This design comes from an exercise in tuning for small area and a short achievable clock period on the open sky130 flow, not from production work. Only the layout flow was run in this run; the RTL was not checked for function there. Power figures rest on the tool's default switching activity, not on a simulated workload.

==> design.v <==
package smmat_pkg;
   localparam int QUEUE_DEPTH = 4;
   localparam int PERIOD_W    = 24;
   localparam int STAMP_W     = 25;
   localparam int VALUE_W     = 17;
   localparam int NUM_CH      = 3;
   localparam logic [1:0] CSR_FULL_STATS    = 2'd0;
   localparam logic [1:0] CSR_SAMPLE_PERIOD = 2'd1;
   localparam logic [1:0] CSR_REPORT_PERIOD = 2'd2;
   localparam logic [1:0] CH_TEMP = 2'd0;
   localparam logic [1:0] CH_VIS  = 2'd1;
   localparam logic [1:0] CH_IR   = 2'd2;
   localparam logic [PERIOD_W-1:0] SAMPLE_PERIOD_RESET = 24'd3600;
   localparam logic [PERIOD_W-1:0] REPORT_PERIOD_RESET = 24'd86400;
   localparam logic signed [7:0]         TEMP_HIGH_RESET  = 8'sh80;
   localparam logic signed [7:0]         TEMP_LOW_RESET   = 8'sh7F;
   localparam logic [15:0]               LIGHT_TOP        = 16'hFFFF;
   localparam logic [15:0]               LIGHT_HIGH_RESET = 16'h0000;
   localparam logic signed [STAMP_W-1:0] STAMP_NONE       = 25'h1FFFFFF;
   localparam int TICK_W = 8 + 16 + 16 + STAMP_W + 1 + 1;
   localparam int REP_W = 4 * VALUE_W + 2 * STAMP_W;
endpackage
module smmat_queue #(
   parameter int DEPTH = smmat_pkg::QUEUE_DEPTH,
   parameter int WIDTH = smmat_pkg::TICK_W
) (
   input  logic             clock,
   input  logic             reset,
   input  logic             push,
   input  logic [WIDTH-1:0] wdata,
   input  logic             pop,
   output logic [WIDTH-1:0] rdata,
   output logic             full,
   output logic             empty
);
   logic [DEPTH-1:0][WIDTH-1:0] entry_ff;
   logic [DEPTH-1:0]            v_ff;
   assign full  = v_ff[DEPTH-1];
   assign empty = !v_ff[0];
   assign rdata = entry_ff[0];
   for (genvar i = 0; i < DEPTH; i++) begin : g_entry
      logic prev_v;
      logic next_v;
      logic take_next;
      logic load;
      if (i == 0) begin : g_first
         assign prev_v = 1'b1;
      end else begin : g_mid
         assign prev_v = v_ff[i-1];
      end
      if (i == DEPTH - 1) begin : g_last
         assign next_v = 1'b0;
         assign take_next = 1'b0;
      end else begin : g_nlast
         assign next_v = v_ff[i+1];
         assign take_next = next_v;
      end
      assign load = pop ? 1'b1 : (push && prev_v && !v_ff[i]);
      always_ff @(posedge clock) begin
         if (load) begin
            entry_ff[i] <= (pop && take_next) ? entry_ff[(i == DEPTH - 1) ? i : i + 1] : wdata;
         end
      end
      always_ff @(posedge clock) begin
         if (reset) begin
            v_ff[i] <= 1'b0;
         end else if (push && !pop) begin
            v_ff[i] <= prev_v;
         end else if (pop && !push) begin
            v_ff[i] <= next_v;
         end
      end
   end
endmodule
module smmat_front (
   input  logic                                 clock,
   input  logic                                 reset,
   input  logic                                 req_push,
   output logic                                 req_full,
   input  logic                                 req_func,
   input  logic signed [7:0]                    req_temp_sample,
   input  logic [15:0]                          req_visible_sample,
   input  logic [15:0]                          req_infrared_sample,
   input  logic                                 full_stats,
   input  logic [smmat_pkg::PERIOD_W-1:0]       sample_period,
   input  logic [smmat_pkg::PERIOD_W-1:0]       report_period,
   input  logic                                 q_full,
   output logic                                 tick_push,
   output logic [smmat_pkg::TICK_W-1:0]         tick
);
   localparam int PW = smmat_pkg::PERIOD_W;
   logic [PW-1:0]                        countdown_ff;
   logic signed [smmat_pkg::STAMP_W-1:0] cd_next;
   logic                                 accept;
   logic                                 report;
   assign req_full  = q_full;
   assign accept    = req_push && !q_full;
   assign cd_next   = $signed({1'b0, countdown_ff}) - $signed({1'b0, sample_period});
   assign report    = (countdown_ff <= sample_period);
   assign tick_push = accept && !req_func;
   assign tick = {req_temp_sample, req_visible_sample, req_infrared_sample,
                  cd_next, report, full_stats};
   always_ff @(posedge clock) begin
      if (reset) begin
         countdown_ff <= smmat_pkg::REPORT_PERIOD_RESET;
      end else if (accept) begin
         countdown_ff <= (req_func || report) ? report_period : cd_next[PW-1:0];
      end
   end
endmodule
module smmat_back (
   input  logic                                     clock,
   input  logic                                     reset,
   input  logic [smmat_pkg::TICK_W-1:0]             head,
   input  logic                                     q_empty,
   output logic                                     q_pop,
   output logic                                     rsp_empty,
   input  logic                                     rsp_pop,
   output logic [1:0]                               rsp_channel,
   output logic signed [smmat_pkg::VALUE_W-1:0]     rsp_current,
   output logic signed [smmat_pkg::VALUE_W-1:0]     rsp_average,
   output logic signed [smmat_pkg::VALUE_W-1:0]     rsp_maximum,
   output logic signed [smmat_pkg::STAMP_W-1:0]     rsp_max_time,
   output logic signed [smmat_pkg::VALUE_W-1:0]     rsp_minimum,
   output logic signed [smmat_pkg::STAMP_W-1:0]     rsp_min_time,
   output logic                                     rsp_last
);
   localparam int SW = smmat_pkg::STAMP_W;
   logic signed [7:0]    head_temp;
   logic [15:0]          head_vis;
   logic [15:0]          head_ir;
   logic signed [SW-1:0] head_stamp;
   logic                 head_report;
   logic                 head_full;
   assign {head_temp, head_vis, head_ir, head_stamp, head_report, head_full} = head;
   logic rep_valid_ff;
   logic sel_t_ff, sel_v_ff, sel_i_ff;
   logic out_done;
   logic load_ok;
   logic rep_load;    
   logic clr;         
   assign out_done = rsp_pop && rep_valid_ff && sel_i_ff;
   assign load_ok  = !rep_valid_ff || out_done;
   assign q_pop    = !q_empty && (!head_report || load_ok);
   assign rep_load = !q_empty && head_report && load_ok;
   assign clr      = reset || rep_load;
   always_ff @(posedge clock) begin
      if (reset) begin
         rep_valid_ff <= 1'b0;
         sel_t_ff     <= 1'b1;
         sel_v_ff     <= 1'b0;
         sel_i_ff     <= 1'b0;
      end else if (rep_load) begin
         rep_valid_ff <= 1'b1;
         sel_t_ff     <= 1'b1;
         sel_v_ff     <= 1'b0;
         sel_i_ff     <= 1'b0;
      end else if (rsp_pop && rep_valid_ff) begin
         rep_valid_ff <= !sel_i_ff;
         sel_t_ff     <= sel_i_ff;
         sel_v_ff     <= sel_t_ff;
         sel_i_ff     <= sel_v_ff;
      end
   end
   logic signed [7:0]    t_cur_ff, t_avg_ff, t_max_ff, t_min_ff;
   logic [SW-1:0]        t_maxt_ff, t_mint_ff;
   logic signed [8:0]    tsum;
   logic signed [7:0]    t_avg_new;
   logic                 t_gt, t_lt;
   assign tsum      = {head_temp[7], head_temp} + {t_cur_ff[7], t_cur_ff};
   assign t_avg_new = tsum[8:1] + {7'd0, tsum[8] & tsum[0]};
   assign t_gt      = head_temp > t_max_ff;
   assign t_lt      = head_temp < t_min_ff;
   logic [1:0][15:0]     r_l_cur_ff, r_l_avg_ff, r_l_max_ff, r_l_min_ff;
   logic [1:0][SW-1:0]   r_l_maxt_ff, r_l_mint_ff;
   for (genvar i = 0; i < 2; i++) begin : g_light
      logic [15:0]   s;
      logic [15:0]   cur_ff, avg_ff, max_ff, min_ff;
      logic [SW-1:0] maxt_ff, mint_ff;
      logic [16:0]   lsum;
      logic          gt, lt;
      assign s    = (i == 0) ? head_vis : head_ir;
      assign lsum = {1'b0, s} + {1'b0, cur_ff};
      assign gt   = s > max_ff;
      assign lt   = s < min_ff;
      always_ff @(posedge clock) begin
         if (clr) begin
            cur_ff  <= smmat_pkg::LIGHT_TOP;
            avg_ff  <= smmat_pkg::LIGHT_TOP;
            max_ff  <= smmat_pkg::LIGHT_HIGH_RESET;
            min_ff  <= smmat_pkg::LIGHT_TOP;
            maxt_ff <= smmat_pkg::STAMP_NONE;
            mint_ff <= smmat_pkg::STAMP_NONE;
         end else if (q_pop) begin
            cur_ff <= s;
            if (head_full) begin
               avg_ff <= lsum[16:1];
               if (gt) begin
                  max_ff  <= s;
                  maxt_ff <= head_stamp;
               end
               if (lt) begin
                  min_ff  <= s;
                  mint_ff <= head_stamp;
               end
            end
         end
      end
      always_ff @(posedge clock) begin
         if (rep_load) begin
            r_l_cur_ff[i]  <= s;
            r_l_avg_ff[i]  <= head_full ? lsum[16:1] : avg_ff;
            r_l_max_ff[i]  <= (head_full && gt) ? s : max_ff;
            r_l_maxt_ff[i] <= (head_full && gt) ? head_stamp : maxt_ff;
            r_l_min_ff[i]  <= (head_full && lt) ? s : min_ff;
            r_l_mint_ff[i] <= (head_full && lt) ? head_stamp : mint_ff;
         end
      end
   end
   always_ff @(posedge clock) begin
      if (clr) begin
         t_cur_ff  <= smmat_pkg::TEMP_LOW_RESET;
         t_avg_ff  <= smmat_pkg::TEMP_LOW_RESET;
         t_max_ff  <= smmat_pkg::TEMP_HIGH_RESET;
         t_min_ff  <= smmat_pkg::TEMP_LOW_RESET;
         t_maxt_ff <= smmat_pkg::STAMP_NONE;
         t_mint_ff <= smmat_pkg::STAMP_NONE;
      end else if (q_pop) begin
         t_cur_ff <= head_temp;
         if (head_full) begin
            t_avg_ff <= t_avg_new;
            if (t_gt) begin
               t_max_ff  <= head_temp;
               t_maxt_ff <= head_stamp;
            end
            if (t_lt) begin
               t_min_ff  <= head_temp;
               t_mint_ff <= head_stamp;
            end
         end
      end
   end
   logic signed [7:0]    r_t_cur_ff, r_t_avg_ff, r_t_max_ff, r_t_min_ff;
   logic [SW-1:0]        r_t_maxt_ff, r_t_mint_ff;
   always_ff @(posedge clock) begin
      if (rep_load) begin
         r_t_cur_ff  <= head_temp;
         r_t_avg_ff  <= head_full ? t_avg_new : t_avg_ff;
         r_t_max_ff  <= (head_full && t_gt) ? head_temp : t_max_ff;
         r_t_maxt_ff <= (head_full && t_gt) ? head_stamp : t_maxt_ff;
         r_t_min_ff  <= (head_full && t_lt) ? head_temp : t_min_ff;
         r_t_mint_ff <= (head_full && t_lt) ? head_stamp : t_mint_ff;
      end
   end
   logic [16:0] m_t, m_v, m_i;
   logic [SW-1:0] s_t, s_v, s_i;
   assign m_t = {17{sel_t_ff}};
   assign m_v = {17{sel_v_ff}};
   assign m_i = {17{sel_i_ff}};
   assign s_t = {SW{sel_t_ff}};
   assign s_v = {SW{sel_v_ff}};
   assign s_i = {SW{sel_i_ff}};
   assign rsp_empty    = !rep_valid_ff;
   assign rsp_channel  = {sel_i_ff, sel_v_ff};
   assign rsp_last     = sel_i_ff;
   assign rsp_current = ({{9{r_t_cur_ff[7]}}, r_t_cur_ff} & m_t) | ({1'b0, r_l_cur_ff[0]} & m_v) | ({1'b0, r_l_cur_ff[1]} & m_i);
   assign rsp_average = ({{9{r_t_avg_ff[7]}}, r_t_avg_ff} & m_t) | ({1'b0, r_l_avg_ff[0]} & m_v) | ({1'b0, r_l_avg_ff[1]} & m_i);
   assign rsp_maximum = ({{9{r_t_max_ff[7]}}, r_t_max_ff} & m_t) | ({1'b0, r_l_max_ff[0]} & m_v) | ({1'b0, r_l_max_ff[1]} & m_i);
   assign rsp_minimum = ({{9{r_t_min_ff[7]}}, r_t_min_ff} & m_t) | ({1'b0, r_l_min_ff[0]} & m_v) | ({1'b0, r_l_min_ff[1]} & m_i);
   assign rsp_max_time = (r_t_maxt_ff & s_t) | (r_l_maxt_ff[0] & s_v) | (r_l_maxt_ff[1] & s_i);
   assign rsp_min_time = (r_t_mint_ff & s_t) | (r_l_mint_ff[0] & s_v) | (r_l_mint_ff[1] & s_i);
endmodule
module sensor_min_max_avg_tracker #(
   parameter int QUEUE_DEPTH = smmat_pkg::QUEUE_DEPTH
) (
   input  logic                                 clock,
   input  logic                                 reset,
   input  logic                                 req_push,
   output logic                                 req_full,
   input  logic                                 req_func,
   input  logic signed [7:0]                    req_temp_sample,
   input  logic [15:0]                          req_visible_sample,
   input  logic [15:0]                          req_infrared_sample,
   output logic                                 rsp_empty,
   input  logic                                 rsp_pop,
   output logic [1:0]                           rsp_channel,
   output logic signed [smmat_pkg::VALUE_W-1:0] rsp_current,
   output logic signed [smmat_pkg::VALUE_W-1:0] rsp_average,
   output logic signed [smmat_pkg::VALUE_W-1:0] rsp_maximum,
   output logic signed [smmat_pkg::STAMP_W-1:0] rsp_max_time,
   output logic signed [smmat_pkg::VALUE_W-1:0] rsp_minimum,
   output logic signed [smmat_pkg::STAMP_W-1:0] rsp_min_time,
   output logic                                 rsp_last,
   input  logic                                 csr_valid,
   output logic                                 csr_ready,
   input  logic [1:0]                           csr_index,
   input  logic [smmat_pkg::PERIOD_W-1:0]       csr_data
);
   logic                                full_stats_ff;
   logic [smmat_pkg::PERIOD_W-1:0]      sample_period_ff;
   logic [smmat_pkg::PERIOD_W-1:0]      report_period_ff;
   logic                                csr_write;
   logic                                tick_push;
   logic                                q_pop;
   logic [smmat_pkg::TICK_W-1:0]        tick;
   logic [smmat_pkg::TICK_W-1:0]        head;
   logic                                q_full;
   logic                                q_empty;
   assign csr_ready = 1'b1;
   assign csr_write = csr_valid && csr_ready;
   always_ff @(posedge clock) begin
      if (reset) begin
         full_stats_ff    <= 1'b1;
         sample_period_ff <= smmat_pkg::SAMPLE_PERIOD_RESET;
         report_period_ff <= smmat_pkg::REPORT_PERIOD_RESET;
      end else if (csr_write) begin
         unique case (csr_index)
            smmat_pkg::CSR_FULL_STATS:    full_stats_ff    <= csr_data[0];
            smmat_pkg::CSR_SAMPLE_PERIOD: sample_period_ff <= csr_data;
            smmat_pkg::CSR_REPORT_PERIOD: report_period_ff <= csr_data;
            default: ;
         endcase
      end
   end
   smmat_front u_front (
      .clock               (clock),
      .reset               (reset),
      .req_push            (req_push),
      .req_full            (req_full),
      .req_func            (req_func),
      .req_temp_sample     (req_temp_sample),
      .req_visible_sample  (req_visible_sample),
      .req_infrared_sample (req_infrared_sample),
      .full_stats          (full_stats_ff),
      .sample_period       (sample_period_ff),
      .report_period       (report_period_ff),
      .q_full              (q_full),
      .tick_push           (tick_push),
      .tick                (tick)
   );
   smmat_queue #(
      .DEPTH (QUEUE_DEPTH),
      .WIDTH (smmat_pkg::TICK_W)
   ) u_queue (
      .clock  (clock),
      .reset  (reset),
      .push   (tick_push),
      .wdata  (tick),
      .pop    (q_pop),
      .rdata  (head),
      .full   (q_full),
      .empty  (q_empty)
   );
   smmat_back u_back (
      .clock        (clock),
      .reset        (reset),
      .head         (head),
      .q_empty      (q_empty),
      .q_pop        (q_pop),
      .rsp_empty    (rsp_empty),
      .rsp_pop      (rsp_pop),
      .rsp_channel  (rsp_channel),
      .rsp_current  (rsp_current),
      .rsp_average  (rsp_average),
      .rsp_maximum  (rsp_maximum),
      .rsp_max_time (rsp_max_time),
      .rsp_minimum  (rsp_minimum),
      .rsp_min_time (rsp_min_time),
      .rsp_last     (rsp_last)
   );
endmodule
==> run.sh <==
#!/bin/bash
# synth_recipe.tcl (not shown) runs the flow's synth.tcl, then flattens the netlist and writes it again
# the make line also repeats each setting of config.mk as NAME=value (left out here)
make -C /OpenROAD-flow-scripts/flow DESIGN_CONFIG=/design/flow/config.mk WORK_HOME=/design/flow/orfs CLKGATE_MAP_FILE= SYNTH_SCRIPT=/design/flow/synth_recipe.tcl finish
==> config.mk <==
export PLATFORM = sky130hd
export DESIGN_NAME = sensor_min_max_avg_tracker
export DESIGN_NICKNAME = sensor_min_max_avg_tracker
export VERILOG_FILES = /design/flow/design.v
export SDC_FILE = /design/flow/constraint.sdc
export NUM_CORES = 4
export LEC_CHECK = 0
export CAP_MARGIN = 20
export CORE_MARGIN = 2
export CORE_UTILIZATION = 40
export SETUP_SLACK_MARGIN = 4.0
export SLEW_MARGIN = 20
==> constraint.sdc <==
create_clock -name core_clock -period 6.5 [get_ports {clock}]
set_input_delay 1.3000 -clock core_clock [delete_from_list [all_inputs] [get_ports {clock}]]
set_output_delay 1.3000 -clock core_clock [all_outputs]
set_load 0.01 [all_outputs]
==> results.tsv <==
stage	metric	value	unit
run_status	status	complete, no violations	
synthesis	ys_warn_count	4	
placed_design	post-place-ws	1890	ps
synthesis	syn_inst	4057	
drt	drtIter0Drc	3928	
global_routing	antenna_found_initial	8	
setup_path	arrival	2640	ps
placed_design	gp_congestion	0.830	
power	leakage	0.0244	µW
timing	fin_crit_sh	60.6	%
global_routing	grt_pass1_wl	207000	µm
floorplanning	core	109000	µm²
floorplanning	ios	196	
clock_tree	cts_tree	built	
cells_and_area	layout-area-overhead-vs-synth	38.8	%
synthesis	yosysSeqAreaShare	57.1	%
floorplanning	die_x	336	µm
clock_tree	clk_pin_slew	60	ps
synthesis	ys_types	78	
synthesis	synth_ff_type	edfxtp_1	
timing	rsz0062_at_grt	true	
clock_tree	cts_buffers	104	
drt	vias_per_cell	5.69	
clock_tree	cts_root_buffer	clkbuf_16	
drt	wl	156000	µm
placed_design	post-place-cells	5517	
cells_and_area	final-instance-count-excl-fill	6216	
floorplanning	fp.dieArea	113000	µm²
timing	hold_violations	0	
setup_path	setup.worst_path.end_class	output port	
worst_hold_path	min_path_type	reg -> reg	
drt	ant_nets	0	
cells_and_area	final_nets	4857	
drt	vias	35400	
placed_design	numPortBuffers	194	
flow_run	drv_cap	0	
setup_path	cp_max_fo	28	
synthesis	synth.avg_cell_area	10.9	µm²
timing	finalClockSkew	38.1	ps
cells_and_area	mostFrequentLayoutCells	698 x nand2_1, 578 x edfxtp_1, 378 x dfxtp_1	
power	peakVddDrop	0.211	mV
setup_path	crit_type	reg -> out	
floorplanning	floorplan.initialDensity	40.4	%
timing	slew_headroom	16.2	%
clock_tree	clkLatencyLatePin	690	ps
placed_design	hpwlAfterDp	71900	µm
clock_tree	htreeDepth	3	
timing	worst_slew_pin_slew	1260	ps
timing	setup_violations	0	
global_routing	grt_pass1_vias	32200	
clock_tree	cts.sinks	969	
timing	setup_slack	2560	ps
timing	finalMaxSlewViolations	0	
synthesis	synth-edff-count	578	
power	power	15700	µW
drt	drc_errors	0	
global_routing	grt_overflow	0	
drt	drt_pass1_iterations	8	
timing	clock.fmax	254	MHz
synthesis	synthesis.area	44100	µm²
clock_tree	cts_buffer_depth	3	
cells_and_area	final_common_cell	nand2_1	
floorplanning	die_h	336	µm
setup_path	cp.required	5200	ps
synthesis	synthArstFlopShare	0	%
power	power_density	256	nW/µm²
drt	post_drt_wl_per_cell	25.0	µm
setup_path	cp-start-kind	flip-flop	
global_routing	track_usage	24.3	%
global_routing	grt_max_degree	107	
timing	min_period	3940	ps
synthesis	synth_nets	4275	
floorplanning	fp-row-count	121	
synthesis	ys_ff_latch	969	
timing	setup_tns	0	ps
cells_and_area	layout-drive-gt1-share	33.9	%
## final timing paths
path / startpoint / end / slack, ps / depth (start not counted)
worst max-delay path: u_back.sel_t_ff / rsp_maximum[3] / 2560 / 4
worst min-delay path: report_period_ff[9] / report_period_ff[9] / 450 / 2
worst min register to register: report_period_ff[9] / report_period_ff[9] / 450 / 2
worst max register to register: u_queue.entry_ff[59] / u_back.r_t_avg_ff[7] / 3190 / 15
## sequential cells by signal, indices dropped and copies added, names as in the netlist, 24 cells and up
name / count
u_queue.entry_ff: 268
u_back.g_light.maxt_ff: 50
u_back.g_light.mint_ff: 50
u_back.r_l_maxt_ff: 50
u_back.r_l_mint_ff: 50
u_back.g_light.avg_ff: 32
u_back.g_light.cur_ff: 32
u_back.g_light.max_ff: 32
u_back.g_light.min_ff: 32
u_back.r_l_avg_ff: 32
u_back.r_l_cur_ff: 32
u_back.r_l_max_ff: 32
u_back.r_l_min_ff: 32
u_back.r_t_maxt_ff: 25
u_back.r_t_mint_ff: 25
u_back.t_maxt_ff: 25
u_back.t_mint_ff: 25
report_period_ff: 24
sample_period_ff: 24
u_front.countdown_ff: 24
## stage by stage
stage | utilization [%] | instance area [µm²] | hold WS, ps
5_1_grt | 56.1 | 61200 | 478
3_5_place_dp | 43.8 | 47900 | 444
4_1_cts | 52.4 | 57200 | 454
3_3_place_gp | 43.8 | 47900 | 440
6_report | 56.1 | 61200 | 454
2_1_floorplan | - | 44900 | 428
## layout make-up
| type | instances | area (µm²) |
|---|---|---|
| clock buffer | 153 | 3070 |
| inverter | 224 | 886 |
| timing repair buffer | 700 | 8580 |
| multi-input combinational | 2640 | 21300 |
| clock inverter | 45 | 297 |
| antenna | 9 | 22.5 |
| tap | 1476 | 1850 |
| sequential | 969 | 25200 |
| fill | 8687 | 47900 |
## Yosys cell counts, drive strengths merged (20+ instances only)
cell type / count / area (µm²)
inv: 220 / 826
mux2: 251 / 2980
o21ai: 137 / 686
a21o: 43 / 323
nor2: 246 / 923
dfxtp: 391 / 7830
o32a: 29 / 290
a221o: 39 / 390
xnor2: 36 / 315
buf: 63 / 328
ha: 142 / 1780
a21oi: 162 / 815
edfxtp: 578 / 17400
nand3: 134 / 696
clkbuf: 206 / 773
nand2: 825 / 3100
a211oi: 20 / 155
a222oi: 78 / 781
mux2i: 150 / 1500
nor3: 52 / 260
## repair_timing
action | in CTS | in global routing
pin swaps | 308 | 343
hold buffers | 0 | 0
gates cloned | 78 | 49
endpoints found under the setup margin | 1522 | 1124
gates resized for setup | 886 | 629
setup buffers | 235 | 130
hold endpoints to repair | 0 | 0
## power breakdown
group          internal, µW  switching (µW)
combinational          1290            1430
sequential             6810             209
clock                  3380            2520
## layer usage
metal | global-route usage [%] | up-vias | part of all wire [%]
met5 | 0 | - | 0.013
met4 | 8.79 | 2 | 5.4
met3 | 3.88 | 406 | 8.4
met2 | 39.7 | 1742 | 47
met1 | 32.7 | 17400 | 39
li1 | - | 15800 | -
## cell families (layout without fill, tap and decap cells)
logic type / Yosys count / count (layout) / share of synthesized area (%)
XOR/XNOR: 53 / 53 / 1.05
adder cells (fa/ha/maj): 146 / 146 / 4.21
buffers and inverters: 493 / 1122 / 4.40
other: 1 / 10 / 0.00850
multiplexers: 401 / 401 / 10.2
AO/OA/AOI/OAI: 609 / 614 / 9.81
flip-flops: 969 / 969 / 57.1
AND/OR/NAND/NOR: 1385 / 1425 / 13.3
## critical path, cell delays in order (launching register included)
cell,delay (ps)
dfxtp_4,390
buf_12,190
a222oi_1,1080
inv_1,80
buf_2,190

==> port drivers added, routing unchanged <==
The results above use ideal ports. As a check the final layout listed here was re-extracted and re-timed, cells and wires unchanged. Step 1 sets driving cells, clkbuf_16 on the clock port and buf_2 on the other inputs (assumed; they add their load-dependent delay and slew). Step 2, shift: input delay + t, output delay - t, t = (earliest + latest rising clock arrival at the registers) / 2. This alone moves slack from input paths to output paths. Slacks: ideal / step 1 / step 2; pairs: ideal / step 1.
t, ns: 0.738
setup slack, ns: 2.563 / 2.497 / 2.869
worst register clock-pin slew, ns: 0.07 / 0.07
worst data-port slew with drivers (ns): 0.12
After both steps this run still meets setup and hold. The setup slack of this run moves by -0.066 ns with the drivers and by +0.306 ns with both steps.
